Background: an optimization exercise with open tools, aiming at small area and a short achievable clock period. Do not read the settings as production practice. RTL that was checked went through simulation tests only; none was proved equivalent to the original. Power is estimated from default activity; no workload was simulated.

## job 3999
==> flow/design.v (excerpt) <==
module noc_router (
    input  logic        clk,
    input  logic        rst,
    input  logic [2:0]  CONST_localx,
    input  logic [2:0]  CONST_localy,
    input  logic [31:0] data_n_in,
    input  logic [31:0] data_s_in,
    input  logic [31:0] data_w_in,
    input  logic [31:0] data_e_in,
    input  logic [31:0] data_p_in,
    input  logic [4:0]  data_void_in,
    input  logic [4:0]  stop_in,
    output logic [31:0] data_n_out,
    output logic [31:0] data_s_out,
    output logic [31:0] data_w_out,
    output logic [31:0] data_e_out,
    output logic [31:0] data_p_out,
    output logic [4:0]  data_void_out,
    output logic [4:0]  stop_out
);
Size: about 3300 cells after synthesis, ~1100 flip-flops.
export LEC_CHECK = 0
export CAP_MARGIN = 20
export CORE_MARGIN = 2
export CORE_UTILIZATION = 50
export PLACE_DENSITY = 0.55
export SETUP_SLACK_MARGIN = 5
export SLEW_MARGIN = 50
create_clock -name core_clock -period 10.0 [get_ports {clk}]
standard.sh (not shown) runs the stock make flow with config.mk's settings and CLKGATE_MAP_FILE= SYNTH_SCRIPT=/design/flow/synth_recipe.tcl, a recipe that flattens the netlist after the stock synthesis.
==> flow/flow/run.sh <==
#!/bin/bash
set -euo pipefail
bash standard.sh SETUP_SLACK_MARGIN=6.65 \
  "BUFFER_PORTS_ARGS=-buffer_cell sky130_fd_sc_hd__buf_1" \
  "CTS_ARGS=-sink_clustering_enable -repair_clock_nets -sink_clustering_size 25 -sink_clustering_max_diameter 70 -dont_use_dummy_load" \
  finish > standard_flow.log 2>&1
Job 3999 finished every step from synthesis to the final layout, and the layout passed the timing, DRC and antenna checks.
Relative to job 3999, the following input files were edited for job 5984:
-- flow/config.mk --
<<< job 3999, line 8
export CAP_MARGIN = 20
export CORE_MARGIN = 2
export CORE_UTILIZATION = 50
export PLACE_DENSITY = 0.55
export SETUP_SLACK_MARGIN = 5
export SLEW_MARGIN = 50
>>> job 5984, line 8
export CAP_MARGIN = 20
export CORE_MARGIN = 2
export CORE_UTILIZATION = 45
export PLACE_DENSITY = 0.5
export SETUP_SLACK_MARGIN = 5
export SLEW_MARGIN = 20
[diff] wire length, job 5984 relative to job 3999: regression
Proportion of power drawn by the clock network for job 5984 is higher than for job 3999.
Per the comparison of job 5984 with job 3999, post-CTS repair timing setup buffer count went up about 11%, count of clock-buffer cells in the layout shows an increase of 12, finished layout cell area shows an increase of about 0.9%.
Job 5984 against job 3999; die area is up by more than 10%.
Max global-route track usage on met1 across job 3999 and job 5984: job 3999
Higher part of the cycle the worst path needs among job 3999 and job 5984: job 5984
Here is what was changed in the inputs of job 2005 compared with job 5984.
-- flow/config.mk --
<<< job 5984, line 8
export CAP_MARGIN = 20
export CORE_MARGIN = 2
export CORE_UTILIZATION = 45
export PLACE_DENSITY = 0.5
export SETUP_SLACK_MARGIN = 5
export SLEW_MARGIN = 20
>>> job 2005, line 8
export CAP_MARGIN = 20
export CORE_MARGIN = 2
export CORE_UTILIZATION = 50
export PLACE_DENSITY = 0.55
export SETUP_SLACK_MARGIN = 5
export SLEW_MARGIN = 20
Results
Compared with job 5984, job 2005 shows a higher overall global routing resource usage.
Going from job 5984 to job 2005, the maximum single-stage delay on the critical path was found to have gone down by 0.11 ns.
Taking job 5984 as the reference, in job 2005 detail-routed via count per cell moved up, worst setup slack moved up, standard-cell row count moved down.
On job 2005: worst hold slack is 0.011 ns lower than what job 5984 gave.
Edits applied to the flow inputs when going from job 2005 to job 9066:
-- flow/config.mk --
<<< job 2005, line 9
export CORE_MARGIN = 2
export CORE_UTILIZATION = 50
export PLACE_DENSITY = 0.55
export SETUP_SLACK_MARGIN = 5
export SLEW_MARGIN = 20
>>> job 9066, line 9
export CORE_MARGIN = 2
export CORE_UTILIZATION = 50
export PLACE_DENSITY = 0.6
export SETUP_SLACK_MARGIN = 5
export SLEW_MARGIN = 50
Results
There was hardly any difference in post-layout instance area between job 2005 and job 9066. Job 9066 — synthesis-to-finish area growth 0.24 points higher, job 2005 as reference. For the total of fill cells in the finished design, job 9066 came in 1.0% lower than job 2005 did. Compare job 2005 and job 9066 | non-clock buffer count higher: job 9066. The higher clock skew came out of job 9066. On total routing usage reported by global routing, job 9066 tracks job 2005 almost exactly. Between job 2005 and job 9066, the difference in cell count is negligible. When job 9066 is measured against job 2005, its highest cell delay on the worst timing path turns out 0.11 ns lower. Diff job 2005 -> job 9066: final routed wirelength across all metal layers level; core occupancy in the finished layout level; sequential area share after synthesis level.

========
noc_router, a different RTL version from the one above (not shown whole).
Size: ~1100 flip-flops, ~0.044 mm² of cells after synthesis.
==> flow/design.v (excerpt) <==
module noc_router (
    input  logic        clk,
    input  logic        rst,
    input  logic [2:0]  CONST_localx,
    input  logic [2:0]  CONST_localy,
    input  logic [31:0] data_n_in,
    input  logic [31:0] data_s_in,
    input  logic [31:0] data_w_in,
    input  logic [31:0] data_e_in,
    input  logic [31:0] data_p_in,
    input  logic [4:0]  data_void_in,
    input  logic [4:0]  stop_in,
    output logic [31:0] data_n_out,
    output logic [31:0] data_s_out,
    output logic [31:0] data_w_out,
    output logic [31:0] data_e_out,
    output logic [31:0] data_p_out,
    output logic [4:0]  data_void_out,
    output logic [4:0]  stop_out
);
Settings: LEC_CHECK=0, CAP_MARGIN=20, CORE_MARGIN=2, CORE_UTILIZATION=32, PLACE_DENSITY=0.35, SETUP_SLACK_MARGIN=5, SLEW_MARGIN=20; clock period 10.0 ns.
==> flow/flow/run.sh <==
#!/bin/bash
set -euo pipefail
bash standard.sh SETUP_SLACK_MARGIN=6.8 finish > standard_flow.log 2>&1
Edit:
==> flow/run.sh (new file) <==
#!/bin/bash
# synth_recipe.tcl (not shown) runs the flow's synth.tcl, then flattens the netlist and writes it again
# the make line also repeats each setting of config.mk as NAME=value (left out here)
make -C /OpenROAD-flow-scripts/flow DESIGN_CONFIG=/design/flow/config.mk WORK_HOME=/design/flow/orfs CLKGATE_MAP_FILE= SYNTH_SCRIPT=/design/flow/synth_recipe.tcl finish
removed: flow/flow/run.sh
removed: flow/standard.sh
Global-route usage goes down by 2.3 points.
Total power came out lower by about 11%.
Clock skew stays flat.
Critical path depth goes up by 1.
Worst setup slack got worse by 1500 ps.
No run of this note included a check of the RTL's function; only the layout flow was run.

## re-timing with driven ports
The results above use ideal ports. As a check the final layouts listed here were re-extracted and re-timed, cells and wires unchanged.
Step 1 (the two cells are an assumption about what drives the block):
set clk [get_ports {clk}]
set_driving_cell -lib_cell sky130_fd_sc_hd__clkbuf_16 $clk
set_driving_cell -lib_cell sky130_fd_sc_hd__buf_2 [delete_from_list [all_inputs] $clk]
Step 2, shift: input delay + t, output delay - t, t = (earliest + latest rising clock arrival at the registers) / 2. This alone moves slack from input paths to output paths.
Slacks: no drivers / after step 1 / after step 2; pairs: no drivers / after step 1.
| run | t, ns | slack for setup (ns) | hold slack, ns | worst register clock-pin slew, ns |
|---|---|---|---|---|
| job 3999 | 0.728 | 6.641 / 6.565 / 5.962 | 0.496 / 0.496 / 0.496 | 0.11 / 0.11 |
| job 5984 | 0.713 | 6.561 / 6.561 / 5.932 | 0.494 / 0.494 / 0.494 | 0.10 / 0.10 |
| job 2005 | 0.718 | 6.615 / 6.583 / 5.984 | 0.484 / 0.484 / 0.484 | 0.11 / 0.11 |
| job 9066 | 0.727 | 6.602 / 6.581 / 5.959 | 0.489 / 0.489 / 0.489 | 0.10 / 0.10 |
| the first run of note 2 | 0.825 | 6.552 / 6.473 / 5.735 | 0.476 / 0.476 / 0.476 | 0.06 / 0.06 |
| the second run of note 2 | 0.821 | 5.082 / 5.124 / 4.303 | 0.476 / 0.476 / 0.476 | 0.06 / 0.06 |
After both steps setup and hold are still met in every run listed. The setup slack of the first run of note 2, which loses most, moves by -0.079 ns with the drivers and by -0.817 ns with both steps.
